This design comes from an exercise in tuning for small area on the open sky130 flow, not from production work. The RTL was checked by simulation tests, not by an equivalence proof against the original design. Power is estimated from default activity; no workload was simulated.

===== flow/config.mk =====
export PLATFORM = sky130hd
export DESIGN_NAME = regfile_sb
export DESIGN_NICKNAME = regfile_sb
export VERILOG_FILES = /design/flow/design.v
export SDC_FILE = /design/flow/constraint.sdc
export NUM_CORES = 4
export LEC_CHECK = 0
export CAP_MARGIN = 10
export CORE_MARGIN = 2
export CORE_UTILIZATION = 55
export SETUP_SLACK_MARGIN = 0.3
export SLEW_MARGIN = 10
export SYNTH_HIERARCHICAL = 1

===== flow/constraint.sdc =====
create_clock -name core_clock -period 6.5 [get_ports {clk}]
set_input_delay 1.3000 -clock core_clock [delete_from_list [all_inputs] [get_ports {clk}]]
set_output_delay 1.3000 -clock core_clock [all_outputs]
set_load 0.01 [all_outputs]

===== flow/design.v =====
module regfile_sb #(
  parameter int N  = 5,
  parameter int W  = 32,
  parameter int NR = 2
) (
  input  logic            clk,
  input  logic            rst,
  input  logic [NR*N-1:0] rd_addr,
  output logic [NR*W-1:0] rd_data,
  output logic [NR-1:0]   rd_ready,
  input  logic            we,
  input  logic [N-1:0]    wr_addr,
  input  logic [W-1:0]    wr_data,
  input  logic            alloc,
  input  logic [N-1:0]    alloc_addr,
  input  logic            clear_req,
  output logic            clear_busy,
  output logic            clear_done
);
  localparam int DEPTH = 2**N;
  logic [W-1:0]     r_regs [1:DEPTH-1];
  logic [DEPTH-1:0] r_valid;
  logic [DEPTH-1:0] r_busy;
  logic [N-1:0]     r_cnt;
  logic             r_clear_busy;
  logic             r_clear_done;
  logic [DEPTH-1:0] wr_dec;
  logic [DEPTH-1:0] al_dec;
  logic [DEPTH-1:0] wr_dec_n;
  assign wr_dec_n = ~wr_dec;
  always_comb begin
    for (int i = 0; i < DEPTH; i++) begin
      wr_dec[i] = we    && (wr_addr    == N'(i)) && (i != 0);
      al_dec[i] = alloc && (alloc_addr == N'(i)) && (i != 0);
    end
  end
  for (genvar i = 1; i < DEPTH; i++) begin : g_regs
    logic [W-1:0] nxt;
    for (genvar b = 0; b < W; b++) begin : g_bit
      regfile_sb_a22o u_hold (.a1(wr_dec[i]), .a2(wr_data[b]), .b1(wr_dec_n[i]), .b2(r_regs[i][b]), .y(nxt[b]));
    end
    always_ff @(posedge clk) r_regs[i] <= nxt;
  end
  always_ff @(posedge clk or negedge rst) begin
    if (!rst) begin
      r_valid      <= '0;
      r_busy       <= '0;
      r_cnt        <= '0;
      r_clear_busy <= 1'b0;
      r_clear_done <= 1'b0;
    end else begin
      r_clear_done <= 1'b0;
      if (!r_clear_busy) begin
        r_valid <= r_valid | wr_dec;
        r_busy  <= (r_busy & ~wr_dec) | al_dec;
        if (clear_req) r_clear_busy <= 1'b1;
      end else begin
        r_valid <= '0;
        r_busy  <= '0;
        r_cnt   <= r_cnt + N'(1);
        if (r_cnt == N'(DEPTH - 1)) begin
          r_clear_busy <= 1'b0;
          r_clear_done <= 1'b1;
        end
      end
    end
  end
  logic [DEPTH-1:0] rd_ok;
  always_comb begin
    rd_ok[0] = 1'b0;
    for (int i = 1; i < DEPTH; i++) rd_ok[i] = r_valid[i] && !wr_dec[i] && !r_clear_busy;
  end
  for (genvar k = 0; k < NR; k++) begin : g_rd
    logic [N-1:0]     ra;
    logic             az, fwd;
    logic [DEPTH-1:0] ra_dec;
    logic [DEPTH-1:0] sel;
    logic             rdy;
    assign ra = rd_addr[k*N +: N];
    assign az = (ra == '0);
    assign fwd = we && (wr_addr == ra);
    always_comb begin
      for (int i = 0; i < DEPTH; i++) ra_dec[i] = (ra == N'(i));
      sel[0] = fwd && !az && !r_clear_busy;
      rdy    = 1'b0;
      for (int i = 1; i < DEPTH; i++) begin
        sel[i] = ra_dec[i] && rd_ok[i];
        rdy    = rdy | (ra_dec[i] && !r_busy[i]);
      end
    end
    for (genvar b = 0; b < W; b++) begin : g_bit
      logic [DEPTH-1:0] col;
      assign col[0] = wr_data[b];
      for (genvar i = 1; i < DEPTH; i++) begin : g_col
        assign col[i] = r_regs[i][b];
      end
      regfile_sb_rdbit u_rd (.s(sel), .d(col), .y(rd_data[k*W + b]));
    end
    assign rd_ready[k] = az || (!r_clear_busy && (fwd || rdy));
  end
  assign clear_busy = r_clear_busy;
  assign clear_done = r_clear_done;
endmodule
module regfile_sb_a22o (
  input  logic a1, a2, b1, b2,
  output logic y
);
  assign y = (a1 & a2) | (b1 & b2);
endmodule
module regfile_sb_aoi222 (
  input  logic a1, a2, b1, b2, c1, c2,
  output logic y
);
  assign y = ~((a1 & a2) | (b1 & b2) | (c1 & c2));
endmodule
module regfile_sb_aoi22 (
  input  logic a1, a2, b1, b2,
  output logic y
);
  assign y = ~((a1 & a2) | (b1 & b2));
endmodule
module regfile_sb_nand4 (
  input  logic a, b, c, d,
  output logic y
);
  assign y = ~(a & b & c & d);
endmodule
module regfile_sb_nand3 (
  input  logic a, b, c,
  output logic y
);
  assign y = ~(a & b & c);
endmodule
module regfile_sb_or3 (
  input  logic a, b, c,
  output logic y
);
  assign y = a | b | c;
endmodule
module regfile_sb_rdbit (
  input  logic [31:0] s,
  input  logic [31:0] d,
  output logic        y
);
  logic [10:0] n;
  for (genvar g = 0; g < 10; g++) begin : g_aoi
    regfile_sb_aoi222 u (.a1(s[3*g]), .a2(d[3*g]), .b1(s[3*g+1]), .b2(d[3*g+1]),
                         .c1(s[3*g+2]), .c2(d[3*g+2]), .y(n[g]));
  end
  regfile_sb_aoi22 u_last (.a1(s[30]), .a2(d[30]), .b1(s[31]), .b2(d[31]), .y(n[10]));
  logic [2:0] o;
  regfile_sb_nand4 u_n0 (.a(n[0]), .b(n[1]), .c(n[2]),  .d(n[3]), .y(o[0]));
  regfile_sb_nand4 u_n1 (.a(n[4]), .b(n[5]), .c(n[6]),  .d(n[7]), .y(o[1]));
  regfile_sb_nand3 u_n2 (.a(n[8]), .b(n[9]), .c(n[10]), .y(o[2]));
  regfile_sb_or3   u_o  (.a(o[0]), .b(o[1]), .c(o[2]), .y(y));
endmodule

===== flow/flow/run.sh =====
#!/bin/bash
# Own layout flow: the standard flow (standard.sh), with these changes to the
# ORFS steps it runs:
#  - port buffers use the smallest buffer cell (every port still gets a buffer);
#  - clock tree synthesis clusters more sinks per buffer and inserts no dummy loads;
#  - after global routing, gates on paths with positive slack are downsized
#    (ORFS's RECOVER_POWER step).
# Each tool's output goes to a log file of its own in this folder.
set -euo pipefail
export BUFFER_PORTS_ARGS="-buffer_cell sky130_fd_sc_hd__buf_1"
export CTS_ARGS="-sink_clustering_enable -repair_clock_nets -dont_use_dummy_load -sink_clustering_size 16 -sink_clustering_max_diameter 60 -buf_list sky130_fd_sc_hd__clkbuf_8"
export RECOVER_POWER=100
bash standard.sh synth > synth.log 2>&1
bash standard.sh > layout.log 2>&1

===== flow/standard.sh =====
#!/bin/bash
# synth_recipe.tcl (not shown) runs the flow's synth.tcl, then flattens the netlist and writes it again
# the make line also repeats each setting of config.mk as NAME=value (left out here)
make -C /OpenROAD-flow-scripts/flow DESIGN_CONFIG=/design/flow/config.mk WORK_HOME=/design/flow/orfs CLKGATE_MAP_FILE= SYNTH_SCRIPT=/design/flow/synth_recipe.tcl "${@:-finish}"

==> metrics.cfg, run 1 <==
[timing]
relSlewSlack=-1.58
min_period_ps=6660
grt_setup_unrepaired=false
fin_hold_ws_ps=483
setup_ws_ps=-159
skew_ps=42.9
finalMaxSlewViolations=1673
finalCritPeriodShare=1.02
setup_viol=18
final_hold_viol_count=0
fmax_ghz=0.150
max_slew.worst_pin.slew_ps=3860

[finish]
stdcell_count=4839
areaGrowthSynthToFinish_pct=10.8
drive_above_1_share=0.0978
finalNetCount=3926

[placed_design]
dp_cells=4749
hpwl_um=118000
port_buffers=124
place_congestion=0.970

[logic_synthesis]
ys_seq_area_frac=0.518
synth_ff_type=dfxtp_1
synth_adder_area_share=0.000600
yosys_warnings=9
synth_cell_types=57
async_reset_ff_frac=0.0650
synth_compound_area_frac=0.399
post-synth-top-area-cell=dfxtp_1
syn-num-nets=3557
synth_area_leaders=dfxtp_1 48%, a22o_1 21%, a222oi_1 15%
synthMuxAreaShare=0.00363
synth_top_cell_area_share=0.476
synth_simple_gate_area_share=0.0690
synthXorXnorAreaFrac=0.00273
synth_top_family_by_area=compound AO/OA/AOI/OAI gates
syn_inst=3498
synth_area_mm2=0.0417
ys_ff_latch=1061
synth.avg_cell_area_um2=11.9
synth_edf_count=0
synth_common_cells=992 x a22o_1, 992 x dfxtp_1, 640 x a222oi_1

[floorplan]
die_area_mm2=0.0780
start_util=0.558
ioPinCount=125
die_y_um=279
num_rows=100
die_x_um=279
core_area_mm2=0.0747

[power]
power.total_mw=13.7
switching_share=0.286
max-vdd-ir-drop_v=0.000226
seq_power_share=0.641
power_frac_comb=0.116
leakage_nw=18.4
cellInternalPower_mw=9.80
switchingPower_mw=3.92
p_per_area_mw_per_mm2=297
power.share.clock=0.243

[routing]
avgRoutedWirePerCell_um=42.2
drc=0
wl_um=204000
drt-pass1-iter-count=15
drtAntennaViolNets=0
viasPerCell=8.94
drtIter0Drc=11000
via_count=43200

[setup_path]
start_kind=input pin
critPathMaxFanout=34
cp.required_ps=7100
cp-end-kind=flop
worstSetupPathType=in2reg
worstPathArrival_ps=7260

[status]
violations=capacitance limit, slew limit, setup timing
outcome=complete, but fails checks

[grt]
grtUsageMet1=0.620
track_usage=0.502
overflow=0
grt_pass1_wl_um=291000
antenna_found_initial=14
grt_use_met2=0.698
grt_max_degree=70
busiest_layer=met2
gr-usage-met3=0.187
grt_pass1_vias=42000

[clock_network]
insertion_delay_ps=760
cts_htree_levels=3
cts-root-buf=clkbuf_8
cts_num_sinks=1061
cts_tree=done
clock_path_buffers=3
cts-buffers-inserted=85
clk_pin_slew_ps=100
postCtsHoldBufs=0
cts_setup_buffers=0

[min_path]
worst_hold_path_type=reg2reg

[flow_run]
maxCapViolCount=51

## registers in the layout, indices dropped and copies added (netlist names)
register      cells
r_clear_done      1
r_regs          992
r_clear_busy      1
r_busy           31
r_valid          31
r_cnt             5
## metrics by stage
| stage | setup WS, ps | utilization | TNS (ps) | instance area (µm²) |
|---|---|---|---|---|
| global placement | 575 | 0.606 | 0 | 45300 |
| CTS | 648 | 0.622 | 0 | 46400 |
| floorplan | 358 | - | 0 | 41700 |
| detailed placement | 650 | 0.606 | 0 | 45300 |
| global route | 187 | 0.618 | 0 | 46200 |
| finish | -159 | 0.618 | -2290 | 46200 |
## metal layers
layer,routed length (µm),share of wire
met1,67000,0.33
met2,80700,0.40
met3,35100,0.17
met4,21300,0.10
met5,51,0.00025
## kinds of logic after synthesis
| logic type | after synthesis |
|---|---|
| compound gates | 1794 |
| xor+xnor | 13 |
| fa+ha+maj | 2 |
| buf+inv | 74 |
| flops | 1061 |
| mux | 13 |
| simple gates | 541 |
## per-module statistics from Yosys (local to each module, per instance), a selection
module | cells | flip-flops and latches
regfile_sb_aoi222 | 1 | 0
regfile_sb_nand3 | 1 | 0
regfile_sb_aoi22 | 1 | 0
regfile_sb_or3 | 1 | 0
regfile_sb | 1546 | 1061
regfile_sb_a22o | 1 | 0
regfile_sb_nand4 | 1 | 0
## cell type report
type	count	area (µm²)
fill	6151	28500
sequential	1061	21600
multi-input combinational	2363	20200
timing repair buffer	320	1890
tap	969	1210
clock buffer	85	1170
inverter	36	135
antenna	5	12.5
## power groups by stage
stage,Combinational [mW],Sequential (mW),Clock [mW]
2_1_floorplan,1.12,8.57,0
3_3_place_gp,1.47,8.76,0
3_5_place_dp,1.55,8.85,0
4_1_cts,1.56,8.73,3.30
5_1_grt,1.70,8.90,3.54
6_report,1.59,8.79,3.34
## worst max-delay path, cell delays in order
cell and delay, ps:
clkbuf_1 150, and2_0 450, nand2_2 170, clkbuf_1 2440, inv_1 1510, clkbuf_2 780, a22o_1 410
## worst paths after layout
kind / start / endpoint / slack, ps / depth (start not counted)
setup / recovery: wr_addr[3] / r_regs[12][6] / -160 / 7
hold / removal: r_cnt[3] / r_cnt[3] / 480 / 1
setup reg to reg: r_clear_busy / r_valid[20] / 5020 / 3
hold reg to reg: r_cnt[3] / r_cnt[3] / 480 / 1
max in group asynchronous: rst / r_clear_busy / 2050 / 2
min in group asynchronous: rst / r_cnt[1] / 2000 / 2
## layout by cell type, fill, tap and decap left out, drive strengths merged, types with 69 or more instances in the layout
cell type  synthesis  layout
a22oi             87      87
a222oi           640     640
a22o             992     992
clkbuf            28     168
dfxtp            992     992
nand4            129     129
nand3             74      74
buf               10     237
dfrtp             69      69
nand2             85      85
nor3              75      75
## timing repair
action	4_1_cts	5_1_grt
hold endpoints to repair	0	0
gates resized for setup	0	3
endpoints found under the setup margin	0	3
==> inputs of run 2 (changes only) <==
==> flow/flow/run.sh (replaced) <==
#!/bin/bash
# Own layout flow: the standard flow (standard.sh), with these changes to the
# ORFS steps it runs:
#  - port buffers use the smallest buffer cell (every port still gets a buffer);
#  - clock tree synthesis clusters more sinks per buffer and inserts no dummy loads;
# Each tool's output goes to a log file of its own in this folder.
set -euo pipefail
export BUFFER_PORTS_ARGS="-buffer_cell sky130_fd_sc_hd__buf_1"
export CTS_ARGS="-sink_clustering_enable -repair_clock_nets -dont_use_dummy_load -sink_clustering_size 16 -sink_clustering_max_diameter 60 -buf_list sky130_fd_sc_hd__clkbuf_8"
bash standard.sh synth > synth.log 2>&1
bash standard.sh > layout.log 2>&1
==> run 2 against run 1 <==
  * Now clean on timing, DRC and antenna
  * Clock power barely moved
  * Global-route usage stayed put
  * First-iteration DRC count increased by 4.0%
  * Cell count about the same
  * Worst hold slack about the same
  * Count of clock-buffer cells in the layout stayed put
  * Total power barely moved
  * Combinational power hardly changed
  * Wire length is 0.25% higher
  * Synthesized cell count did not move
  * Area after synthesis did not move
==> metrics.cfg, run 2 <==
[status]
outcome=complete, no violations

[floorplan]
num_rows=100  ; unchanged
core_area_mm2=0.0747  ; unchanged
ioPinCount=125  ; unchanged
die_x_um=279  ; unchanged
start_util=0.558  ; unchanged
die_area_mm2=0.0780  ; unchanged
die_y_um=279  ; unchanged

[grt]
overflow=0  ; unchanged
antenna_found_initial=14  ; unchanged
grt_max_degree=70  ; unchanged
track_usage=0.502  ; unchanged
grt_pass1_vias=42000  ; unchanged
grt_pass1_wl_um=291000  ; unchanged

[clock_network]
cts_htree_levels=3  ; unchanged
cts-buffers-inserted=85  ; unchanged
cts_num_sinks=1061  ; unchanged
clk_pin_slew_ps=100  ; about the same
cts_tree=done
clock_path_buffers=3  ; unchanged
cts-root-buf=clkbuf_8
insertion_delay_ps=760  ; about the same

[logic_synthesis]
synth_area_leaders=dfxtp_1 48%, a22o_1 21%, a222oi_1 15%
yosys_warnings=9  ; unchanged
synth_ff_type=dfxtp_1
async_reset_ff_frac=0.0650  ; unchanged
ys_seq_area_frac=0.518  ; unchanged
synth_area_mm2=0.0417  ; unchanged
synth_edf_count=0  ; unchanged
synth_top_cell_area_share=0.476  ; unchanged
post-synth-top-area-cell=dfxtp_1
synth_cell_types=57  ; unchanged
syn-num-nets=3557  ; unchanged
synth.avg_cell_area_um2=11.9  ; unchanged
synth_common_cells=992 x a22o_1, 992 x dfxtp_1, 640 x a222oi_1
ys_ff_latch=1061  ; unchanged
syn_inst=3498  ; unchanged

[timing]
fmax_ghz=0.163  ; +8.2%
max_slew.worst_pin.slew_ps=1330  ; -2530 ps
fin_setup_tns_ps=0  ; +2290 ps
finalCritPeriodShare=0.946  ; -0.0780
min_period_ps=6150  ; -507 ps
finalMaxSlewViolations=0  ; -100%
grt_setup_unrepaired=false
relSlewSlack=0.114  ; +1.69
skew_ps=46.4  ; +3.55 ps
final_hold_viol_count=0  ; unchanged
setup_viol=0  ; -18

[min_path]
worst_hold_path_type=reg2reg

[finish]
n_fill_cell=6078  ; -1.2%
reg_top3=r_regs (992), r_busy (31), r_valid (31)
drive_above_1_share=0.115  ; +0.0168
final_util=0.622  ; +0.00372
finalNetCount=3926  ; unchanged
final_cell_mix=992 x a22o_1, 992 x dfxtp_1, 640 x a222oi_1
areaGrowthSynthToFinish_pct=11.5
largest_reg_flops=992  ; unchanged
seq_area_mm2=0.0216  ; unchanged
largest-register=r_regs
multiInputGateArea_mm2=0.0202  ; +0.14%

[power]
p_per_area_mw_per_mm2=295  ; -0.53%
leakage_nw=18.6  ; +1.2%
max-vdd-ir-drop_v=0.000228  ; +0.77%
switching_share=0.286  ; +0.000293
switchingPower_mw=3.92  ; +0.17%
seq_power_share=0.640  ; about the same
power_frac_comb=0.116  ; about the same
cellInternalPower_mw=9.80  ; about the same
power.share.clock=0.243  ; about the same

[placed_design]
place_congestion=0.970  ; unchanged
hpwl_um=118000  ; unchanged
port_buffers=124  ; unchanged

[setup_path]
worstPathArrival_ps=4850  ; -2410 ps
crit_chain=buf_1, buf_4, nor2_2, nand2_1, nor3_2, nor3_2, buf_4, buf_4, a222oi_1, nand4_1, or3_1, buf_1
timing.rr.end=r_valid[20]
critPathMaxFanout=17  ; -50%
crit_path_end=rd_data[19]
path_buf_inv=5  ; +1
worst-path-stages=12  ; +5
reg2reg_slack_ps=5010  ; about the same
crit_top_cell=buf_4
startpoint=rd_addr[0]
r2r_start=r_clear_busy
path_delay_family=simple AND/OR/NAND/NOR gates
critPathSlowestCell=nand4_1
start_kind=input pin
worstSetupPathType=in2out
cp.required_ps=5200  ; -1900 ps
max_stage_delay_ps=650  ; -1790 ps
r2r_cells=3  ; unchanged
cp-end-kind=primary output

[routing]
via_count=43600  ; +0.79%
avgRoutedWirePerCell_um=42.3  ; +0.21%
drtIter0Drc=11500  ; +4.0%
drt-pass1-iter-count=14  ; -1
viasPerCell=9.00  ; +0.75%
drtAntennaViolNets=0  ; unchanged
drc=0  ; unchanged
wl_um=205000  ; +0.25%

[flow_run]
maxCapViolCount=0  ; -100%

[run 2: area by class of cell]
class / count / area share
Sequential cell: 1061 / 0.464
Multi-Input combinational cell: 2363 / 0.435
Timing Repair Buffer: 320 / 0.0459
Tap cell: 969 / 0.0261
Clock buffer: 85 / 0.0252
Inverter: 36 / 0.00291
Antenna cell: 7 / 0.000377
[run 2: logic make-up after synthesis]
logic type | after synthesis | share of synthesized area
adders and majority gates | 2 | 0.000600
xor gates and xnor gates | 13 | 0.00273
buffers and inverters | 74 | 0.00702
DFF | 1061 | 0.518
muxes | 13 | 0.00363
AOI/OAI and AO/OA | 1794 | 0.399
and+or+nand+nor | 541 | 0.0690
[run 2: power groups by stage]
stage | Clock, mW | Combinational (mW) | Sequential (mW)
2_1_floorplan | 0 | 1.12 | 8.57
3_3_place_gp | 0 | 1.47 | 8.76
3_5_place_dp | 0 | 1.55 | 8.85
4_1_cts | 3.30 | 1.56 | 8.73
5_1_grt | 3.54 | 1.70 | 8.90
6_report | 3.34 | 1.60 | 8.79
[run 2: worst min-delay path by stage]
stage | from | slack (ps) | cells past startpoint | to
final | r_cnt[3] | 480 | 1 | r_cnt[3]
after global placement | r_cnt[3] | 450 | 1 | r_cnt[3]
after floorplan | r_cnt[3] | 440 | 1 | r_cnt[3]
after CTS | r_cnt[3] | 480 | 1 | r_cnt[3]
after detailed placement | r_cnt[3] | 460 | 1 | r_cnt[3]
after global routing | r_cnt[3] | 510 | 1 | r_cnt[3]
[run 2: repair_timing]
| action | 4_1_cts | 5_1_grt |
|---|---|---|
| endpoints found under the setup margin | 0 | 3 |
| buffers inserted | 0 | 0 |
| hold buffers | 0 | 0 |
| resized for setup | 0 | 3 |
[run 2: modules after synthesis, one instance, submodules excluded, a selection]
module | cells inside | times used | flip-flops and latches | area [µm²]
regfile_sb_a22o | 1 | 992 | 0 | 8.76
regfile_sb_nand4 | 1 | 128 | 0 | 6.26
regfile_sb_nand3 | 1 | 64 | 0 | 5.00
regfile_sb_or3 | 1 | 64 | 0 | 6.26
regfile_sb | 1546 | 1 | 1061 | 24300
regfile_sb_aoi22 | 1 | 64 | 0 | 12.5
regfile_sb_aoi222 | 1 | 640 | 0 | 10.0
[run 2: routing by layer]
layer | GRT usage | part of all wire | up-vias
li1 | - | - | 16600
met1 | 0.620 | 0.33 | 20900
met2 | 0.698 | 0.40 | 4794
met3 | 0.187 | 0.17 | 1276
met4 | 0.405 | 0.10 | 10
met5 | 0.00813 | 0.00044 | -
[run 2: stage by stage]
step / total power, mW / hold slack, ps / cells / area (µm²) / setup slack [ps]
final: 13.7 / 483 / 4841 / 46500 / 348
after detailed placement: 10.4 / 464 / 4749 / 45300 / 650
after floorplan: 9.69 / 439 / 3498 / 41700 / 358
after global placement: 10.2 / 452 / 4749 / 45300 / 575
after global routing: 14.1 / 505 / 4836 / 46500 / 341
after CTS: 13.6 / 482 / 4834 / 46400 / 648
==> inputs of run 3 (changes only) <==
--- a/flow/design.v
+++ b/flow/design.v
@@ -27,12 +27,18 @@
   logic [DEPTH-1:0] wr_dec;
   logic [DEPTH-1:0] al_dec;
   logic [DEPTH-1:0] wr_dec_n;
-  assign wr_dec_n = ~wr_dec;
+  logic [3:0] wr_lo;
+  logic [DEPTH/4-1:0] wr_hi;
   always_comb begin
-    for (int i = 0; i < DEPTH; i++) begin
-      wr_dec[i] = we    && (wr_addr    == N'(i)) && (i != 0);
-      al_dec[i] = alloc && (alloc_addr == N'(i)) && (i != 0);
-    end
+    for (int m = 0; m < 4; m++) wr_lo[m] = (wr_addr[1:0] == 2'(m));
+    for (int j = 0; j < DEPTH/4; j++) wr_hi[j] = we && (wr_addr[N-1:2] == (N-2)'(j));
+    for (int i = 0; i < DEPTH; i++) al_dec[i] = alloc && (alloc_addr == N'(i)) && (i != 0);
+  end
+  assign wr_dec[0]   = 1'b0;
+  assign wr_dec_n[0] = 1'b1;
+  for (genvar i = 1; i < DEPTH; i++) begin : g_wdec
+    regfile_sb_and2  u_en  (.a(wr_hi[i/4]), .b(wr_lo[i%4]), .y(wr_dec[i]));
+    regfile_sb_nand2 u_enn (.a(wr_hi[i/4]), .b(wr_lo[i%4]), .y(wr_dec_n[i]));
   end
   for (genvar i = 1; i < DEPTH; i++) begin : g_regs
     logic [W-1:0] nxt;
@@ -75,18 +81,22 @@
     logic             az, fwd;
     logic [DEPTH-1:0] ra_dec;
     logic [DEPTH-1:0] sel;
+    logic [3:0]       ra_lo;
+    logic [DEPTH/4-1:0] ra_hi;
     logic             rdy;
     assign ra = rd_addr[k*N +: N];
     assign az = (ra == '0);
     assign fwd = we && (wr_addr == ra);
     always_comb begin
+      for (int m = 0; m < 4; m++) ra_lo[m] = (ra[1:0] == 2'(m));
+      for (int j = 0; j < DEPTH/4; j++) ra_hi[j] = (ra[N-1:2] == (N-2)'(j));
       for (int i = 0; i < DEPTH; i++) ra_dec[i] = (ra == N'(i));
-      sel[0] = fwd && !az && !r_clear_busy;
       rdy    = 1'b0;
-      for (int i = 1; i < DEPTH; i++) begin
-        sel[i] = ra_dec[i] && rd_ok[i];
-        rdy    = rdy | (ra_dec[i] && !r_busy[i]);
-      end
+      for (int i = 1; i < DEPTH; i++) rdy = rdy | (ra_dec[i] && !r_busy[i]);
+    end
+    assign sel[0] = fwd && !az && !r_clear_busy;
+    for (genvar i = 1; i < DEPTH; i++) begin : g_sel
+      regfile_sb_and3 u_sel (.a(ra_hi[i/4]), .b(ra_lo[i%4]), .c(rd_ok[i]), .y(sel[i]));
     end
     for (genvar b = 0; b < W; b++) begin : g_bit
       logic [DEPTH-1:0] col;
@@ -106,6 +116,24 @@
   output logic y
 );
   assign y = (a1 & a2) | (b1 & b2);
+endmodule
+module regfile_sb_and2 (
+  input  logic a, b,
+  output logic y
+);
+  assign y = a & b;
+endmodule
+module regfile_sb_nand2 (
+  input  logic a, b,
+  output logic y
+);
+  assign y = ~(a & b);
+endmodule
+module regfile_sb_and3 (
+  input  logic a, b, c,
+  output logic y
+);
+  assign y = a & b & c;
 endmodule
 module regfile_sb_aoi222 (
   input  logic a1, a2, b1, b2, c1, c2,
--- a/flow/config.mk
+++ b/flow/config.mk
@@ -7,7 +7,7 @@
 export LEC_CHECK = 0
 export CAP_MARGIN = 10
 export CORE_MARGIN = 2
-export CORE_UTILIZATION = 55
+export CORE_UTILIZATION = 40
 export SETUP_SLACK_MARGIN = 0.3
 export SLEW_MARGIN = 10
 export SYNTH_HIERARCHICAL = 1
==> run 3 against run 2 <==
  * Still clean
  * Total power shrank 0.88%
  * Cell count grew 7.3%
  * Non-clock buffer count shrank 51
  * Combinational power shrank 6%
  * Largest cell class unchanged
  * Largest power group unchanged
==> metrics.cfg, run 3 <==
[status]
outcome=complete, no violations

[placed_design]
port_buffers=124  ; unchanged
place_congestion=0.913  ; -5.9%
hpwl_um=114000  ; -3.5%

[logic_synthesis]
synth_ff_type=dfxtp_1
syn_inst=3484  ; -0.40%
synthMostInstantiatedCell=a22o_1
yosys_warnings=9  ; unchanged
synth_edf_count=0  ; unchanged
ys_ff_latch=1061  ; unchanged
async_reset_ff_frac=0.0650  ; unchanged
syn-num-nets=3543  ; -0.39%
synth_top_cell_area_share=0.474  ; -0.00208
synth_cell_types=59  ; +3.5%
post-synth-top-area-cell=dfxtp_1
synth_area_mm2=0.0419  ; +0.44%
synth.avg_cell_area_um2=12.0  ; +0.84%
ys_seq_area_frac=0.516  ; -0.00226
synth_common_cells=1015 x a22o_1, 992 x dfxtp_1, 640 x a222oi_1
synth_area_leaders=dfxtp_1 47%, a22o_1 21%, a222oi_1 15%

[floorplan]
core_area_mm2=0.104  ; +39%
die_area_mm2=0.107  ; +38%
start_util=0.404  ; -0.154
die_y_um=328  ; +17%
ioPinCount=125  ; unchanged
die_x_um=328  ; +17%
num_rows=118  ; +18%

[power]
cellInternalPower_mw=9.78  ; -0.25%
leakage_nw=18.7  ; +0.42%
seq_power_share=0.644  ; +0.004
max-vdd-ir-drop_v=0.000179  ; -22%
p_per_area_mw_per_mm2=293  ; -0.86%
switching_share=0.281  ; -0.00453
power.share.clock=0.246  ; +0.003
power_frac_comb=0.110  ; -0.006
switchingPower_mw=3.83  ; -2.5%

[timing]
finalMaxSlewViolations=0  ; unchanged
min_period_ps=6140  ; -16.3 ps
fin_hold_ws_ps=476  ; -6.42 ps
relSlewSlack=0.123  ; +0.00869
final_hold_viol_count=0  ; unchanged
grt_setup_unrepaired=true
finalCritPeriodShare=0.944  ; -0.00251
fin_setup_tns_ps=0  ; unchanged
skew_ps=55.8  ; +9.41 ps
max_slew.worst_pin.slew_ps=1310  ; -17.7 ps
setup_viol=0  ; unchanged
fmax_ghz=0.163  ; +0.27%

[grt]
overflow=0  ; unchanged
track_usage=0.350  ; -0.152
antenna_found_initial=8  ; -6
grt_pass1_wl_um=278000  ; -4.4%
grt_max_degree=70  ; unchanged
grt_pass1_vias=38500  ; -8.3%

[min_path]
worst_hold_path.endpoint=r_cnt[3]
worst_hold_path_type=reg2reg
min_from=r_cnt[3]
hold_depth=1  ; unchanged

[setup_path]
critPathMaxFanout=32  ; +15
path_delay_family=simple AND/OR/NAND/NOR gates
worstSetupPathType=in2out
worstPathArrival_ps=4840  ; about the same
r2r_cells=4  ; +1
r2r_start=r_clear_busy
reg2reg_slack_ps=3780  ; -1230 ps
max_stage_delay_ps=580  ; -70 ps
path_buf_inv=2  ; -3
crit_chain=buf_1, nand2b_1, nor2_1, and2_2, nor2_1, and2_1, and3_2, a222oi_1, nand4_1, or3_1, buf_1
critPathSlowestCell=and3_2
cp-end-kind=primary output
cp.required_ps=5200  ; about the same
start_kind=input pin
timing.rr.end=r_busy[7]

[clock_network]
insertion_delay_ps=750  ; about the same
cts-buffers-inserted=84  ; -1.2%
clk_pin_slew_ps=60  ; -40 ps
cts_tree=done
postCtsHoldBufs=0  ; unchanged
cts_setup_buffers=0  ; unchanged
cts_htree_levels=3  ; unchanged
cts-root-buf=clkbuf_8
clock_path_buffers=3  ; unchanged
cts_resized=0  ; unchanged
cts_num_sinks=1061  ; unchanged

[routing]
drc=0  ; unchanged
wl_um=198000  ; -3.2%
viasPerCell=7.92  ; -12%
drtAntennaViolNets=0  ; unchanged
via_count=41100  ; -5.6%
avgRoutedWirePerCell_um=38.1  ; -9.8%
drt-pass1-iter-count=15  ; +1
drtIter0Drc=9919  ; -13%

[finish]
areaGrowthSynthToFinish_pct=11.0
final_common_cell=a22o_1
drive_above_1_share=0.112  ; -0.00310
largest_reg_flops=992  ; unchanged
final_cell_mix=1015 x a22o_1, 992 x dfxtp_1, 640 x a222oi_1
reg_top3=r_regs (992), r_busy (31), r_valid (31)
largest-register=r_regs
finalNetCount=3872  ; -1.4%

[flow_run]
maxCapViolCount=0  ; unchanged

[run 3: cell types whose count changed after synthesis, sizes merged, moves of 22 or more]
cell	previous run	this run
nor3	75	11
and3	2	68
o21a	28	2
inv	35	13
a22o	992	1015
and2	3	65
a22oi	87	65
nor2	57	115
nand2	85	43
[run 3: power groups by stage]
stage	clock, mW	combinational, mW	sequential, mW
final	3.34	1.50	8.77
after global routing	3.60	1.62	8.90
after CTS	3.36	1.47	8.71
after detailed placement	0	1.47	8.83
after global placement	0	1.41	8.83
after floorplan	0	1.11	8.57
[run 3: cells by family after synthesis]
kind of cell | share of synthesized area
xor gates and xnor gates | 0.00272
buffers and inverters | 0.00466
AOI/OAI and AO/OA | 0.392
DFF | 0.516
muxes | 0.00711
and+or+nand+nor | 0.0775
adders and majority gates | 0.000598
[run 3: metrics by stage]
stage	setup WS [ps]	utilization	cells	total power [mW]	area [µm²]
after detailed placement	418	0.437	5107	10.3	45300
after global placement	417	0.437	5107	10.2	45300
after global routing	278	0.448	5192	14.1	46500
final	364	0.448	5195	13.6	46500
after CTS	417	0.448	5191	13.5	46400
after floorplan	729	-	3484	9.68	41900
[run 3: worst max-delay path by stage]
| stage | depth (start not counted) | end | startpoint |
|---|---|---|---|
| 4_1_cts | 11 | rd_data[19] | wr_addr[2] |
| 6_report | 11 | rd_data[27] | wr_addr[3] |
| 5_1_grt | 11 | rd_data[19] | wr_addr[3] |
| 3_3_place_gp | 11 | rd_data[8] | wr_addr[2] |
| 2_1_floorplan | 9 | rd_data[32] | rd_addr[7] |
| 3_5_place_dp | 11 | rd_data[19] | wr_addr[2] |
[run 3: modules after synthesis (local to each module, per instance), a selection]
module,cells inside,times used
regfile_sb_nand2,1,31
regfile_sb_aoi222,1,640
regfile_sb_or3,1,64
regfile_sb_and3,1,62
regfile_sb_and2,1,31
regfile_sb_a22o,1,992
regfile_sb,1408,1
[run 3: area by class of cell]
cell class	count	area, µm²
inverters	13	48.8
diodes	4	10.0
flip-flops and latches	1061	21600
well taps	1380	1730
multi-input cells	2384	20200
clock buffers	84	1160
fillers	9650	57200
repair buffers	269	1700
[run 3: routing by layer]
layer  share of wire  track usage
met3            0.16        0.112
met4           0.069        0.209
met2            0.39        0.475
met1            0.38        0.482
met5         0.00020      0.00133
[run 3: worst reg2reg max path, delay by kind of cell (launching register included)]
kind | cells | cell delay (ps)
simple gates | 2 | 1230
flops | 1 | 760
buf+inv | 1 | 380
compound gates | 1 | 300
==> inputs of run 4 (changes only) <==
--- a/flow/design.v
+++ b/flow/design.v
@@ -141,23 +141,11 @@
 );
   assign y = ~((a1 & a2) | (b1 & b2) | (c1 & c2));
 endmodule
-module regfile_sb_aoi22 (
-  input  logic a1, a2, b1, b2,
-  output logic y
-);
-  assign y = ~((a1 & a2) | (b1 & b2));
-endmodule
 module regfile_sb_nand4 (
   input  logic a, b, c, d,
   output logic y
 );
   assign y = ~(a & b & c & d);
-endmodule
-module regfile_sb_nand3 (
-  input  logic a, b, c,
-  output logic y
-);
-  assign y = ~(a & b & c);
 endmodule
 module regfile_sb_or3 (
   input  logic a, b, c,
@@ -170,15 +158,16 @@
   input  logic [31:0] d,
   output logic        y
 );
-  logic [10:0] n;
-  for (genvar g = 0; g < 10; g++) begin : g_aoi
-    regfile_sb_aoi222 u (.a1(s[3*g]), .a2(d[3*g]), .b1(s[3*g+1]), .b2(d[3*g+1]),
-                         .c1(s[3*g+2]), .c2(d[3*g+2]), .y(n[g]));
+  logic [11:0] g;
+  for (genvar k = 0; k < 10; k++) begin : g_aoi
+    regfile_sb_aoi222 u (.a1(s[3*k]), .a2(d[3*k]), .b1(s[3*k+1]), .b2(d[3*k+1]),
+                         .c1(s[3*k+2]), .c2(d[3*k+2]), .y(g[k]));
   end
-  regfile_sb_aoi22 u_last (.a1(s[30]), .a2(d[30]), .b1(s[31]), .b2(d[31]), .y(n[10]));
-  logic [2:0] o;
-  regfile_sb_nand4 u_n0 (.a(n[0]), .b(n[1]), .c(n[2]),  .d(n[3]), .y(o[0]));
-  regfile_sb_nand4 u_n1 (.a(n[4]), .b(n[5]), .c(n[6]),  .d(n[7]), .y(o[1]));
-  regfile_sb_nand3 u_n2 (.a(n[8]), .b(n[9]), .c(n[10]), .y(o[2]));
-  regfile_sb_or3   u_o  (.a(o[0]), .b(o[1]), .c(o[2]), .y(y));
+  regfile_sb_nand2 u_n30 (.a(s[30]), .b(d[30]), .y(g[10]));
+  regfile_sb_nand2 u_n31 (.a(s[31]), .b(d[31]), .y(g[11]));
+  logic [2:0] h;
+  for (genvar k = 0; k < 3; k++) begin : g_nand
+    regfile_sb_nand4 u (.a(g[4*k]), .b(g[4*k+1]), .c(g[4*k+2]), .d(g[4*k+3]), .y(h[k]));
+  end
+  regfile_sb_or3 u_o (.a(h[0]), .b(h[1]), .c(h[2]), .y(y));
 endmodule
==> run 4 against run 3 <==
  * Largest power group unchanged
  * Synthesized cell count rose by 1.8%
  * Flip-flop and latch count did not move
  * Register-to-register slack barely moved
  * Global-route usage rose by 1.5 points
  * Total power rose by 0.78%
==> metrics.cfg, run 4 <==
[status]
outcome=complete, no violations

[setup_path]
cp.required_ps=5200  ; about the same
worstSetupPathType=in2out
crit_chain=buf_1, nand2b_1, nor2_1, buf_4, and2_2, nor2_1, and2_1, and3_2, buf_4, a222oi_1, nand4_1, or3_1, buf_1
worstPathArrival_ps=4950  ; +110 ps
cp-end-kind=primary output
max_stage_delay_ps=520  ; -60 ps
critPathSlowestCell=or3_1
start_kind=input pin
critPathMaxFanout=21  ; -34%

[routing]
drtIter0Drc=9855  ; -0.65%
avgRoutedWirePerCell_um=38.9  ; +2.2%
via_count=41800  ; +1.5%
drt-pass1-iter-count=14  ; -1
viasPerCell=7.93  ; +0.13%
wl_um=205000  ; +3.5%
drtAntennaViolNets=0  ; unchanged
drc=0  ; unchanged

[floorplan]
num_rows=118  ; unchanged
ioPinCount=125  ; unchanged
die_y_um=327  ; -0.28%
die_x_um=327  ; -0.28%
start_util=0.403  ; -0.00117
core_area_mm2=0.103  ; -0.28%
die_area_mm2=0.107  ; -0.57%

[power]
power.total_mw=13.7  ; +0.78%
switching_share=0.283  ; +0.00199
cellInternalPower_mw=9.83  ; +0.50%
leakage_nw=18.6  ; -0.21%
seq_power_share=0.638  ; -0.006
p_per_area_mw_per_mm2=296  ; +1.2%
max-vdd-ir-drop_v=0.000216  ; +20%
power_frac_comb=0.111  ; about the same
power.share.clock=0.251  ; +0.005
switchingPower_mw=3.89  ; +1.5%

[finish]
final_common_cell=a22o_1
largest_reg_flops=992  ; unchanged
n_fill_cell=9717  ; +0.69%
drive_above_1_share=0.0975  ; -0.0140
final_cell_mix=1015 x a22o_1, 992 x dfxtp_1, 640 x a222oi_1
finalNetCount=3937  ; +1.7%
final_util=0.448  ; -0.000451
areaGrowthSynthToFinish_pct=11.2
reg_top3=r_regs (992), r_busy (31), r_valid (31)
largest-register=r_regs

[timing]
max_slew.worst_pin.slew_ps=1300  ; -7.31 ps
fin_setup_tns_ps=0  ; unchanged
finalCritPeriodShare=0.961  ; +0.0169
min_period_ps=6250  ; +110 ps
skew_ps=83.5  ; +27.7 ps
finalMaxSlewViolations=0  ; unchanged
fin_hold_ws_ps=471  ; -5.23 ps
fmax_ghz=0.160  ; -1.8%
grt_setup_unrepaired=true
relSlewSlack=0.128  ; +0.00489
setup_viol=0  ; unchanged
final_hold_viol_count=0  ; unchanged

[logic_synthesis]
syn-num-nets=3607  ; +1.8%
synth_edf_count=0  ; unchanged
synthMostInstantiatedCell=a22o_1
synth.avg_cell_area_um2=11.7  ; -2.4%
synth_common_cells=1015 x a22o_1, 992 x dfxtp_1, 640 x a222oi_1
synth_ff_type=dfxtp_1
ys_ff_latch=1061  ; unchanged
synth_top_cell_area_share=0.477  ; +0.00274
synth_cell_types=58  ; -1.7%
synth_area_leaders=dfxtp_1 48%, a22o_1 21%, a222oi_1 15%
async_reset_ff_frac=0.0650  ; unchanged
ys_seq_area_frac=0.519  ; +0.00298
synth_area_mm2=0.0416  ; -0.57%
post-synth-top-area-cell=dfxtp_1
syn_inst=3548  ; +1.8%
yosys_warnings=9  ; unchanged

[placed_design]
port_buffers=124  ; unchanged
hpwl_um=117000  ; +2.4%
place_congestion=0.914  ; about the same

[clock_network]
insertion_delay_ps=780  ; +30 ps
clock_path_buffers=3  ; unchanged
cts_tree=done
clk_pin_slew_ps=60  ; about the same
cts_num_sinks=1061  ; unchanged
cts_htree_levels=3  ; unchanged
postCtsHoldBufs=0  ; unchanged
cts-root-buf=clkbuf_8
cts-buffers-inserted=88  ; +4.8%

[grt]
overflow=0  ; unchanged
antenna_found_initial=11  ; +3
grt_pass1_vias=39200  ; +1.7%
track_usage=0.365  ; +0.0151
grt_pass1_wl_um=287000  ; +3.3%
grt_max_degree=70  ; unchanged

[flow_run]
maxCapViolCount=0  ; unchanged

[min_path]
worst_hold_path_type=reg2reg

==> run 4: changes by cell type after synthesis <==
cell     previous run  this run
nand4_1           129       193
nand2_1            43       171
a22oi_2            64         0
nand3_1            68         4
==> run 4: critical path: cells and delay by family <==
family | cells | cell delay [ps]
AND/OR/NAND/NOR | 8 | 2400
AO/OA/AOI/OAI | 1 | 370
buffers and inverters | 4 | 850
==> run 4: repair_timing <==
item / 4_1_cts / 5_1_grt
buffers inserted: 0 / 0
setup endpoints to repair: 0 / 32
resized for setup: 0 / 15
==> run 4: final timing paths <==
kind	from	end	slack (ps)	depth (start not counted)
setup reg to reg	r_clear_busy	r_busy[7]	3790	4
max in group asynchronous	rst	r_clear_busy	5010	2
hold / removal	r_cnt[3]	r_cnt[3]	470	1
setup / recovery	wr_addr[4]	rd_data[48]	250	13
min in group asynchronous	rst	r_valid[9]	770	2
hold reg to reg	r_cnt[3]	r_cnt[3]	470	1
==> run 4: Yosys stat by module (local to each module, per instance), a selection <==
module             flip-flops and latches  times used  cells  area, µm²
regfile_sb_and2                         0          31      1       6.26
regfile_sb                           1061           1   1408      23700
regfile_sb_nand4                        0         192      1       6.26
regfile_sb_a22o                         0         992      1       8.76
regfile_sb_and3                         0          62      1       6.26
regfile_sb_or3                          0          64      1       6.26
regfile_sb_nand2                        0         159      1       3.75
regfile_sb_aoi222                       0         640      1       10.0
==> run 4: stage by stage <==
| step | cells | setup slack [ps] | instance area [µm²] |
|---|---|---|---|
| 4_1_cts | 5256 | 326 | 46200 |
| 6_report | 5266 | 255 | 46300 |
| 3_5_place_dp | 5168 | 323 | 45000 |
| 2_1_floorplan | 3548 | 729 | 41600 |
| 3_3_place_gp | 5168 | 379 | 45000 |
| 5_1_grt | 5260 | 250 | 46300 |
==> run 4: layout make-up <==
class | instances | area [µm²] | area share
Multi-Input combinational cell | 2448 | 20100 | 0.433
Timing Repair Buffer | 266 | 1640 | 0.0354
Tap cell | 1380 | 1730 | 0.0373
Sequential cell | 1061 | 21600 | 0.466
Antenna cell | 10 | 25.0 | 0.000541
Clock buffer | 88 | 1210 | 0.0262
Inverter | 13 | 48.8 | 0.00105
==> run 4: cell families after synthesis <==
group	count (synthesis)	synth area share
compound gates	1691	0.375
xor+xnor	13	0.00274
fa+ha+maj	2	0.000601
buf+inv	39	0.00469
flops	1061	0.519
mux	21	0.00715
simple gates	721	0.0914
==> run 4: per-layer routing <==
metal	vias up	share of wire	global-route usage
met5	-	0.00016	0.00266
met4	4	0.073	0.225
met3	759	0.16	0.139
met2	4075	0.39	0.490
met1	20300	0.38	0.491
li1	16600	-	-
==> run 4: power by group through the flow <==
stage / Combinational [mW] / Sequential, mW / Clock (mW)
after floorplan: 1.10 / 8.55 / 0
after global placement: 1.43 / 8.81 / 0
after detailed placement: 1.49 / 8.81 / 0
after CTS: 1.49 / 8.69 / 3.42
after global routing: 1.64 / 8.89 / 3.67
final: 1.52 / 8.75 / 3.44
==> inputs of run 5 (changes only) <==
--- a/flow/config.mk
+++ b/flow/config.mk
@@ -8,6 +8,7 @@
 export CAP_MARGIN = 10
 export CORE_MARGIN = 2
 export CORE_UTILIZATION = 40
+export PLACE_DENSITY = 0.75
 export SETUP_SLACK_MARGIN = 0.3
 export SLEW_MARGIN = 10
 export SYNTH_HIERARCHICAL = 1
==> run 5 against run 4 <==
  * Still clean
  * Setup slack worse by 120 ps
  * Sequential power hardly changed
  * Global-route usage is 2.1 points lower
  * Critical path type unchanged
  * Highest routed layer unchanged
  * Combinational power hardly changed
  * First-iteration DRC count is 12% higher
  * Area after synthesis stayed put
  * Non-clock buffer count is 5 higher
  * Largest cell class unchanged
  * Die area stayed put
==> metrics.cfg, run 5 <==
[status]
outcome=complete, no violations

[floorplan]
core_area_mm2=0.103  ; unchanged
num_rows=118  ; unchanged
start_util=0.403  ; unchanged
die_area_mm2=0.107  ; unchanged
die_x_um=327  ; unchanged
die_y_um=327  ; unchanged
ioPinCount=125  ; unchanged

[min_path]
worst_hold_path.endpoint=r_cnt[3]
worst_hold_path_type=reg2reg
min_from=r_cnt[3]
hold_depth=1  ; unchanged

[setup_path]
critPathMaxFanout=32  ; +52%
r2r_start=r_clear_busy
critPathSlowestCell=a222oi_1
timing.rr.end=r_busy[7]
worstSetupPathType=in2out
max_stage_delay_ps=880  ; +360 ps
reg2reg_slack_ps=4140  ; +350 ps
crit_top_cell=nor2_1
start_kind=input pin
cp.required_ps=5200  ; about the same
r2r_cells=3  ; -1
path_delay_family=simple AND/OR/NAND/NOR gates
worstPathArrival_ps=5070  ; +120 ps
crit_chain=clkbuf_2, nand2b_1, nor2_1, buf_4, and2_2, nor2_1, and2_1, and3_2, a222oi_1, nand4_1, or3_1, buf_1
cp-end-kind=primary output
path_buf_inv=3  ; -1

[routing]
drc=0  ; unchanged
drtIter0Drc=11000  ; +12%
wl_um=195000  ; -4.8%
avgRoutedWirePerCell_um=37.1  ; -4.6%
via_count=42800  ; +2.4%
drt-pass1-iter-count=15  ; +1
drtAntennaViolNets=0  ; unchanged
viasPerCell=8.13  ; +2.6%

[timing]
final_hold_viol_count=0  ; unchanged
relSlewSlack=0.120  ; -0.00801
finalMaxSlewViolations=0  ; unchanged
setup_viol=0  ; unchanged
fin_setup_tns_ps=0  ; unchanged
min_period_ps=6370  ; +122 ps
skew_ps=72.0  ; -11.5 ps
finalCritPeriodShare=0.980  ; +0.0188
grt_setup_unrepaired=true
fmax_ghz=0.157  ; -1.9%
max_slew.worst_pin.slew_ps=1320  ; +16.6 ps

[clock_network]
cts_resized=0  ; unchanged
cts_setup_buffers=0  ; unchanged
clk_pin_slew_ps=60  ; about the same
cts-buffers-inserted=81  ; -8.0%
cts_num_sinks=1061  ; unchanged
cts_htree_levels=3  ; unchanged
postCtsHoldBufs=0  ; unchanged
cts_tree=done
cts-root-buf=clkbuf_8
insertion_delay_ps=740  ; -40 ps
clock_path_buffers=3  ; unchanged

[grt]
track_usage=0.345  ; -0.0209
grt_pass1_wl_um=275000  ; -4.1%
grt_use_met2=0.455  ; -0.0344
overflow=0  ; unchanged
grt_max_degree=70  ; unchanged
gr-usage-met3=0.160  ; +0.0208
grt_pass1_vias=40200  ; +2.7%
busiest_layer=met2
antenna_found_initial=14  ; +3
grtUsageMet1=0.434  ; -0.0568

[logic_synthesis]
post-synth-top-area-cell=dfxtp_1
synth_top_cell_area_share=0.477  ; unchanged
synth.avg_cell_area_um2=11.7  ; unchanged
async_reset_ff_frac=0.0650  ; unchanged
syn-num-nets=3607  ; unchanged
synth_ff_type=dfxtp_1
ys_seq_area_frac=0.519  ; unchanged
synth_common_cells=1015 x a22o_1, 992 x dfxtp_1, 640 x a222oi_1
syn_inst=3548  ; unchanged
synth_edf_count=0  ; unchanged
yosys_warnings=9  ; unchanged
synth_area_mm2=0.0416  ; unchanged
synthMostInstantiatedCell=a22o_1
synth_area_leaders=dfxtp_1 48%, a22o_1 21%, a222oi_1 15%
ys_ff_latch=1061  ; unchanged
synth_cell_types=58  ; unchanged

[finish]
drive_above_1_share=0.0901  ; -0.00744
finalNetCount=3935  ; -0.051%
largest-register=r_regs
final_cell_mix=1015 x a22o_1, 992 x dfxtp_1, 640 x a222oi_1
multiInputGateArea_mm2=0.0200  ; -0.31%
final_common_cell=a22o_1
reg_top3=r_regs (992), r_busy (31), r_valid (31)
largest_reg_flops=992  ; unchanged
n_fill_cell=9615  ; -1.0%
areaGrowthSynthToFinish_pct=10.8
seq_area_mm2=0.0216  ; unchanged

[power]
seq_power_share=0.646  ; +0.008
cellInternalPower_mw=9.73  ; -0.97%
leakage_nw=18.6  ; -0.17%
power.share.clock=0.241  ; -0.010
power_frac_comb=0.112  ; about the same
p_per_area_mw_per_mm2=294  ; -0.81%
switching_share=0.282  ; -0.00171
power.total_mw=13.5  ; -1.2%
switchingPower_mw=3.82  ; -1.8%
max-vdd-ir-drop_v=0.000190  ; -12%

[placed_design]
hpwl_um=108000  ; -7.5%
place_congestion=0.993  ; +8.7%
port_buffers=124  ; unchanged

[flow_run]
maxCapViolCount=0  ; unchanged

==> run 5: cell counts after synthesis <==
Identical to the previous run, type by type.
==> run 5: power by group through the flow <==
stage	Clock [mW]	Combinational (mW)	Sequential, mW
3_3_place_gp	0	1.40	8.78
2_1_floorplan	0	1.10	8.55
4_1_cts	3.22	1.47	8.69
3_5_place_dp	0	1.48	8.81
5_1_grt	3.45	1.63	8.88
6_report	3.27	1.52	8.76
==> run 5: final cells by class <==
class | instances | share of cell area
sequential | 1061 | 0.468
multi-input combinational | 2448 | 0.434
tap | 1380 | 0.0374
timing repair buffer | 271 | 0.0353
clock buffer | 81 | 0.0242
inverter | 13 | 0.00106
antenna | 6 | 0.000326
==> run 5: kinds of logic after synthesis <==
group | after synthesis | synth area share
adder cells (fa/ha/maj) | 2 | 0.000601
multiplexers | 21 | 0.00715
AND/OR/NAND/NOR | 721 | 0.0914
XOR/XNOR | 13 | 0.00274
AO/OA/AOI/OAI | 1691 | 0.375
flip-flops | 1061 | 0.519
buffers and inverters | 39 | 0.00469
==> run 5: worst max path at each step <==
stage / start / to / slack, ps / depth (start not counted)
2_1_floorplan: rd_addr[7] / rd_data[32] / 730 / 9
3_3_place_gp: wr_addr[4] / rd_data[21] / 330 / 13
3_5_place_dp: wr_addr[4] / rd_data[21] / 320 / 13
4_1_cts: wr_addr[1] / rd_data[21] / 340 / 12
5_1_grt: wr_addr[2] / rd_data[21] / 220 / 11
6_report: wr_addr[3] / rd_data[50] / 130 / 12
==> run 5: routing by layer <==
layer | vias up | wire (µm)
li1 | 16600 | -
met1 | 20300 | 67100
met2 | 4774 | 74200
met3 | 1093 | 36200
met4 | 18 | 17500
met5 | - | 209
==> run 5: stage by stage <==
stage | cell area [µm²] | worst slack [ps] | cells | hold WS, ps | util
finish | 46100 | 132 | 5260 | 467 | 0.446
global route | 46100 | 220 | 5256 | 487 | 0.446
CTS | 46000 | 343 | 5254 | 472 | 0.445
detailed placement | 44900 | 322 | 5173 | 460 | 0.435
global placement | 44900 | 333 | 5173 | 453 | 0.435
floorplan | 41600 | 729 | 3548 | 439 | -
==> run 5: modules after synthesis, one instance, submodules excluded, excerpt <==
module | flip-flops and latches | copies in the design | area (µm²)
regfile_sb | 1061 | 1 | 23700
regfile_sb_a22o | 0 | 992 | 8.76
regfile_sb_and2 | 0 | 31 | 6.26
regfile_sb_and3 | 0 | 62 | 6.26
regfile_sb_aoi222 | 0 | 640 | 10.0
regfile_sb_nand2 | 0 | 159 | 3.75
regfile_sb_nand4 | 0 | 192 | 6.26
regfile_sb_or3 | 0 | 64 | 6.26
==> inputs of run 6 (changes only) <==
--- a/flow/config.mk
+++ b/flow/config.mk
@@ -5,10 +5,10 @@
 export SDC_FILE = /design/flow/constraint.sdc
 export NUM_CORES = 4
 export LEC_CHECK = 0
-export CAP_MARGIN = 10
+export CAP_MARGIN = 3
 export CORE_MARGIN = 2
 export CORE_UTILIZATION = 40
 export PLACE_DENSITY = 0.75
 export SETUP_SLACK_MARGIN = 0.3
-export SLEW_MARGIN = 10
+export SLEW_MARGIN = 3
 export SYNTH_HIERARCHICAL = 1
==> run 6 against run 5 <==
  * Still clean
  * Sequential power is essentially flat
  * Synthesized cell count did not move
  * Die area unchanged
  * Sequential share of layout area is 0.070 points lower
  * Core utilization is 0.067 points higher
  * Non-clock buffer count did not move
  * Clock skew rose by 26 ps
  * Clock power grew 2%
  * Area after synthesis unchanged
  * Critical path type unchanged
==> metrics.cfg, run 6 <==
[status]
outcome=complete, no violations

[routing]
drc=0  ; unchanged
drt-pass1-iter-count=15  ; unchanged
avgRoutedWirePerCell_um=37.0  ; -0.23%
drtAntennaViolNets=0  ; unchanged
viasPerCell=8.12  ; -0.13%
drtIter0Drc=11200  ; +1.6%
wl_um=195000  ; about the same
via_count=42800  ; +0.026%

[min_path]
worst_hold_path.endpoint=r_cnt[3]
hold_depth=1  ; unchanged
worst_hold_path_type=reg2reg
min_from=r_cnt[3]

[finish]
finalNetCount=3938  ; +0.076%
largest-register=r_regs
final_cell_mix=1015 x a22o_1, 992 x dfxtp_1, 640 x a222oi_1
seq_area_mm2=0.0216  ; unchanged
areaGrowthSynthToFinish_pct=10.9
final_common_cell=a22o_1
stdcell_count=5268  ; +0.15%
reg_top3=r_regs (992), r_busy (31), r_valid (31)
multiInputGateArea_mm2=0.0200  ; about the same
n_fill_cell=9588  ; -0.28%
drive_above_1_share=0.0910  ; +0.000962
largest_reg_flops=992  ; unchanged

[power]
leakage_nw=18.6  ; about the same
p_per_area_mw_per_mm2=295  ; +0.34%
max-vdd-ir-drop_v=0.000191  ; +0.31%

[setup_path]
critPathSlowestCell=a222oi_1
worstSetupPathType=in2out
reg2reg_slack_ps=4130  ; about the same
critPathMaxFanout=32  ; unchanged
max_stage_delay_ps=770  ; -110 ps
start_kind=input pin
r2r_cells=3  ; unchanged
cp.required_ps=5200  ; about the same
r2r_start=r_clear_busy
path_buf_inv=3  ; unchanged
timing.rr.end=r_busy[7]
cp-end-kind=primary output
path_delay_family=simple AND/OR/NAND/NOR gates
crit_chain=buf_1, nand2b_1, nor2_1, buf_4, and2_2, nor2_1, and2_1, and3_2, a222oi_1, nand4_1, or3_1, buf_1
worstPathArrival_ps=5000  ; -70 ps

[clock_network]
cts-root-buf=clkbuf_8
cts_resized=0  ; unchanged
postCtsHoldBufs=0  ; unchanged
cts_tree=done
clk_pin_slew_ps=60  ; about the same
cts_setup_buffers=0  ; unchanged
cts-buffers-inserted=84  ; +3.7%
cts_htree_levels=3  ; unchanged
clock_path_buffers=3  ; unchanged
insertion_delay_ps=770  ; +30 ps
cts_num_sinks=1061  ; unchanged

[grt]
grt_pass1_wl_um=276000  ; +0.37%
grt_pass1_vias=40500  ; +0.52%
track_usage=0.346  ; +0.00156
antenna_found_initial=26  ; +12
grt_max_degree=70  ; unchanged
overflow=0  ; unchanged

[floorplan]
ioPinCount=125  ; unchanged
die_x_um=327  ; unchanged
die_y_um=327  ; unchanged
start_util=0.403  ; unchanged
core_area_mm2=0.103  ; unchanged
num_rows=118  ; unchanged
die_area_mm2=0.107  ; unchanged

[placed_design]
hpwl_um=108000  ; about the same
dp_cells=5173  ; unchanged
port_buffers=124  ; unchanged
place_congestion=0.993  ; unchanged

[logic_synthesis]
synthMuxAreaShare=0.00715  ; unchanged
ys_seq_area_frac=0.519  ; unchanged
synth_edf_count=0  ; unchanged
synth_top_cell_area_share=0.477  ; unchanged
post-synth-top-area-cell=dfxtp_1
syn_inst=3548  ; unchanged
synth_ff_type=dfxtp_1
yosys_warnings=9  ; unchanged
synthXorXnorAreaFrac=0.00274  ; unchanged
synth_top_family_by_area=compound AO/OA/AOI/OAI gates
synth_adder_area_share=0.000601  ; unchanged
synth.avg_cell_area_um2=11.7  ; unchanged
syn-num-nets=3607  ; unchanged
synth_area_mm2=0.0416  ; unchanged
synth_area_leaders=dfxtp_1 48%, a22o_1 21%, a222oi_1 15%
synthMostInstantiatedCell=a22o_1
synth_common_cells=1015 x a22o_1, 992 x dfxtp_1, 640 x a222oi_1
ys_ff_latch=1061  ; unchanged
synth_compound_area_frac=0.375  ; unchanged
synth_cell_types=58  ; unchanged
async_reset_ff_frac=0.0650  ; unchanged
synth_simple_gate_area_share=0.0914  ; unchanged

[timing]
fin_setup_tns_ps=0  ; unchanged
max_slew.worst_pin.slew_ps=1280  ; -41.9 ps
setup_viol=0  ; unchanged
fin_hold_ws_ps=476  ; +9.12 ps
fmax_ghz=0.159  ; +1.1%
min_period_ps=6300  ; -72.3 ps
skew_ps=97.8  ; +25.9 ps
finalCritPeriodShare=0.969  ; -0.0111
grt_setup_unrepaired=true
relSlewSlack=0.147  ; +0.0279
finalMaxSlewViolations=0  ; unchanged
final_hold_viol_count=0  ; unchanged

[flow_run]
maxCapViolCount=0  ; unchanged

## run 6: cell counts after synthesis
No cell type changed its count.
## run 6: worst max-delay path by stage
stage          startpoint           to  depth (start not counted)
6_report       wr_addr[2]  rd_data[50]                         12
5_1_grt        wr_addr[2]  rd_data[21]                         12
2_1_floorplan  rd_addr[7]  rd_data[32]                          9
4_1_cts        wr_addr[4]  rd_data[21]                         13
3_3_place_gp   wr_addr[4]  rd_data[21]                         13
3_5_place_dp   wr_addr[4]  rd_data[21]                         13
## run 6: modules after synthesis, one instance, submodules excluded, excerpt
| module | flip-flops and latches | times used | cells |
|---|---|---|---|
| regfile_sb | 1061 | 1 | 1408 |
| regfile_sb_aoi222 | 0 | 640 | 1 |
| regfile_sb_or3 | 0 | 64 | 1 |
| regfile_sb_a22o | 0 | 992 | 1 |
| regfile_sb_nand4 | 0 | 192 | 1 |
| regfile_sb_and3 | 0 | 62 | 1 |
| regfile_sb_nand2 | 0 | 159 | 1 |
| regfile_sb_and2 | 0 | 31 | 1 |
## run 6: where the power goes
part	total, mW	switching, mW	internal, mW
Clock	3.33	2.18	1.15
Sequential	8.76	1.02	7.74
Combinational	1.52	0.646	0.872
Total	13.6	3.84	9.77
## run 6: layer usage
layer  global-route usage  vias to the layer above  routed length (µm)
met5               0.0102                        -                 322
met4                0.247                       30               17200
met3                0.173                     1111               36300
met2                0.457                     4611               74600
met1                0.430                    20400               66700
li1                     -                    16600                   -
## run 6: area by class of cell
class                      count  share of cell area
sequential                  1061               0.467
multi-input combinational   2448               0.433
tap                         1380              0.0374
timing repair buffer         271              0.0352
clock buffer                  84              0.0250
inverter                      13             0.00106
antenna                       11            0.000596
## run 6: worst register-to-register path, cell delays in order, from the launching register on
cell and delay, ps:
dfrtp_2 710, nand2b_1 420, nor4b_1 900, a32o_1 280
## run 6: stage by stage
step | setup WS [ps] | total power, mW | util | area, µm²
detailed placement | 365 | 10.3 | 0.435 | 44900
global placement | 333 | 10.2 | 0.435 | 44900
global route | 257 | 14.0 | 0.447 | 46200
finish | 205 | 13.6 | 0.447 | 46200
floorplan | 729 | 9.65 | - | 41600
CTS | 340 | 13.5 | 0.446 | 46100
## run 6: kinds of logic after synthesis
logic type               after synthesis
adder cells (fa/ha/maj)                2
AO/OA/AOI/OAI                       1691
flip-flops                          1061
AND/OR/NAND/NOR                      721
buffers and inverters                 39
XOR/XNOR                              13
multiplexers                          21
==> inputs of run 7 (changes only) <==
--- a/flow/flow/run.sh
+++ b/flow/flow/run.sh
@@ -6,6 +6,6 @@
 # Each tool's output goes to a log file of its own in this folder.
 set -euo pipefail
 export BUFFER_PORTS_ARGS="-buffer_cell sky130_fd_sc_hd__buf_1"
-export CTS_ARGS="-sink_clustering_enable -repair_clock_nets -dont_use_dummy_load -sink_clustering_size 16 -sink_clustering_max_diameter 60 -buf_list sky130_fd_sc_hd__clkbuf_8"
+export CTS_ARGS="-sink_clustering_enable -repair_clock_nets -dont_use_dummy_load -sink_clustering_size 9 -sink_clustering_max_diameter 35 -buf_list sky130_fd_sc_hd__clkbuf_4"
 bash standard.sh synth > synth.log 2>&1
 bash standard.sh > layout.log 2>&1
--- a/flow/config.mk
+++ b/flow/config.mk
@@ -5,10 +5,10 @@
 export SDC_FILE = /design/flow/constraint.sdc
 export NUM_CORES = 4
 export LEC_CHECK = 0
-export CAP_MARGIN = 3
+export CAP_MARGIN = 10
 export CORE_MARGIN = 2
 export CORE_UTILIZATION = 40
 export PLACE_DENSITY = 0.75
 export SETUP_SLACK_MARGIN = 0.3
-export SLEW_MARGIN = 3
+export SLEW_MARGIN = 10
 export SYNTH_HIERARCHICAL = 1
==> run 7 against run 6 <==
  * Still clean
  * Final area about the same
  * Global-route usage up 0.12 points
  * First-iteration DRC count about the same
  * Maximum frequency down 0.91%
  * Critical path type unchanged
  * Critical endpoint unchanged
  * Largest cell class unchanged
==> metrics.cfg, run 7 <==
[floorplan]
die_x_um=327  ; unchanged
start_util=0.403  ; unchanged
ioPinCount=125  ; unchanged

[finish]
final_common_cell=a22o_1
areaGrowthSynthToFinish_pct=10.9  ; about the same
seq_area_mm2=0.0216  ; about the same
drive_above_1_share=0.107  ; +0.0161
n_fill_cell=9677  ; +0.93%
largest-register=r_regs
reg_top3=r_regs (992), r_busy (31), r_valid (31)

[setup_path]
reg2reg_slack_ps=4260  ; +130 ps
r2r_start=r_clear_busy
cp.required_ps=5200  ; about the same
cp-end-kind=primary output
path_delay_family=simple AND/OR/NAND/NOR gates
critPathMaxFanout=32  ; unchanged
critPathSlowestCell=a222oi_1
crit_path_end=rd_data[50]
crit_chain=clkbuf_2, nand2b_1, nor2_1, buf_4, and2_2, nor2_1, and2_1, and3_2, a222oi_1, nand4_1, or3_1, buf_1
worstSetupPathType=in2out
start_kind=input pin
path_buf_inv=3  ; unchanged

[timing]
fmax_ghz=0.157  ; -0.91%
skew_ps=87.1  ; -10.7 ps
fin_setup_tns_ps=0  ; unchanged
grt_setup_unrepaired=true
relSlewSlack=0.106  ; -0.0413
final_hold_viol_count=0  ; unchanged
setup_viol=0  ; unchanged

[logic_synthesis]
syn-num-nets=3607  ; unchanged
synth_cell_types=58  ; unchanged
syn_inst=3548  ; unchanged
synth_common_cells=1015 x a22o_1, 992 x dfxtp_1, 640 x a222oi_1
synth_adder_area_share=0.000601  ; unchanged
synthMuxAreaShare=0.00715  ; unchanged
synth_ff_type=dfxtp_1
synth_area_mm2=0.0416  ; unchanged
synth_simple_gate_area_share=0.0914  ; unchanged
synth_area_leaders=dfxtp_1 48%, a22o_1 21%, a222oi_1 15%
synth_top_family_by_area=compound AO/OA/AOI/OAI gates
async_reset_ff_frac=0.0650  ; unchanged
synth_top_cell_area_share=0.477  ; unchanged
synthXorXnorAreaFrac=0.00274  ; unchanged

[routing]
drtAntennaViolNets=0  ; unchanged
via_count=43400  ; +1.4%
wl_um=196000  ; +0.62%
avgRoutedWirePerCell_um=36.8  ; -0.70%
drtIter0Drc=11200  ; -0.0089%
drt-pass1-iter-count=15  ; unchanged

[power]
switching_share=0.288  ; +0.00534
p_per_area_mw_per_mm2=295  ; +0.13%
power_frac_comb=0.112  ; about the same
switchingPower_mw=3.92  ; +2.0%
power.total_mw=13.6  ; +0.11%
max-vdd-ir-drop_v=0.000178  ; -6.5%
power.share.clock=0.246  ; about the same

[grt]
grt_pass1_wl_um=277000  ; +0.16%
track_usage=0.347  ; +0.00119
grt_max_degree=70  ; unchanged

[placed_design]
dp_worst_setup_slack_ps=322  ; -42.1 ps
port_buffers=124  ; unchanged
hpwl_um=108000  ; about the same

[clock_network]
cts_tree=done
cts-buffers-inserted=155  ; +85%
clock_path_buffers=3  ; unchanged
cts_htree_levels=4  ; +1
clk_pin_slew_ps=60  ; about the same
insertion_delay_ps=1090  ; +320 ps
cts_resized=0  ; unchanged

[status]
outcome=complete, no violations

[flow_run]
maxCapViolCount=0  ; unchanged

[run 7: cell counts after synthesis]
Identical to the previous run, type by type.
[run 7: kinds of logic after synthesis]
kind of cell,Yosys count
AO/OA/AOI/OAI,1691
XOR/XNOR,13
buffers and inverters,39
AND/OR/NAND/NOR,721
adder cells (fa/ha/maj),2
multiplexers,21
flip-flops,1061
[run 7: stage by stage]
| stage | cell area [µm²] | util | std cells | hold slack [ps] |
|---|---|---|---|---|
| 2_1_floorplan | 41600 | - | 3548 | 439 |
| 3_3_place_gp | 44900 | 0.435 | 5173 | 453 |
| 3_5_place_dp | 44900 | 0.435 | 5173 | 460 |
| 4_1_cts | 46100 | 0.446 | 5328 | 435 |
| 5_1_grt | 46200 | 0.447 | 5334 | 488 |
| 6_report | 46200 | 0.447 | 5338 | 473 |
[run 7: area by class of cell]
cell class | count | area share
Antenna cell | 10 | 0.000542
Clock buffer | 155 | 0.0252
Inverter | 13 | 0.00106
Multi-Input combinational cell | 2448 | 0.433
Sequential cell | 1061 | 0.468
Tap cell | 1380 | 0.0374
Timing Repair Buffer | 271 | 0.0352
[run 7: worst reg2reg max path: stages (launching register included)]
cell	delay (ps)
dfrtp_4	690
nand2b_1	360
nor4b_1	860
a22o_1	280
[run 7: power groups by stage]
stage | registers [mW] | logic [mW] | clock network, mW
after CTS | 8.69 | 1.47 | 3.31
after detailed placement | 8.81 | 1.48 | 0
after floorplan | 8.55 | 1.10 | 0
after global placement | 8.78 | 1.40 | 0
final | 8.76 | 1.52 | 3.35
after global routing | 8.88 | 1.63 | 3.55
[run 7: worst min path at each step]
stage	from	to	depth (start not counted)
2_1_floorplan	r_cnt[3]	r_cnt[3]	1
3_3_place_gp	r_cnt[3]	r_cnt[3]	1
3_5_place_dp	r_cnt[3]	r_cnt[3]	1
4_1_cts	clear_req	r_clear_busy	3
5_1_grt	r_cnt[3]	r_cnt[3]	1
6_report	r_cnt[3]	r_cnt[3]	1
[run 7: layer usage]
metal | GRT usage | part of all wire | routed length [µm] | up-vias
met5 | 0.0226 | 0.0021 | 422 | -
met3 | 0.172 | 0.19 | 37300 | 1184
li1 | - | - | - | 16800
met2 | 0.453 | 0.38 | 73800 | 4822
met4 | 0.265 | 0.093 | 18200 | 26
met1 | 0.430 | 0.34 | 66600 | 20500
[run 7: per-module statistics from Yosys, one instance, submodules excluded, a selection]
module / copies in the design / cells inside
regfile_sb_or3: 64 / 1
regfile_sb_a22o: 992 / 1
regfile_sb_and2: 31 / 1
regfile_sb: 1 / 1408
regfile_sb_nand4: 192 / 1
regfile_sb_nand2: 159 / 1
regfile_sb_aoi222: 640 / 1
regfile_sb_and3: 62 / 1

separate check: timing with driven ports:
No port has a modelled driver above. Below, the same layouts with a new extraction and two added sets of constraints. Step 1: set_driving_cell puts a clkbuf_16 on clk and a buf_2 on each other input, an assumption about the parent block. Step 2, shift: input delay + t, output delay - t, t = (earliest + latest rising clock arrival at the registers) / 2. This alone moves slack from input paths to output paths. Three values: no drivers, after step 1, after step 2; two values: the first two.
| run | t, ns | slack for setup (ns) |
|---|---|---|
| run 1 | 0.788 | -0.159 / -0.117 / -0.905 |
| run 2 | 0.789 | 0.348 / 0.322 / 0.322 |
| run 3 | 0.804 | 0.364 / 0.340 / 0.340 |
| run 4 | 0.820 | 0.255 / 0.234 / 0.234 |
| run 5 | 0.814 | 0.132 / 0.108 / 0.108 |
| run 6 | 0.815 | 0.205 / 0.181 / 0.181 |
| run 7 | 1.147 | 0.146 / 0.125 / 0.125 |
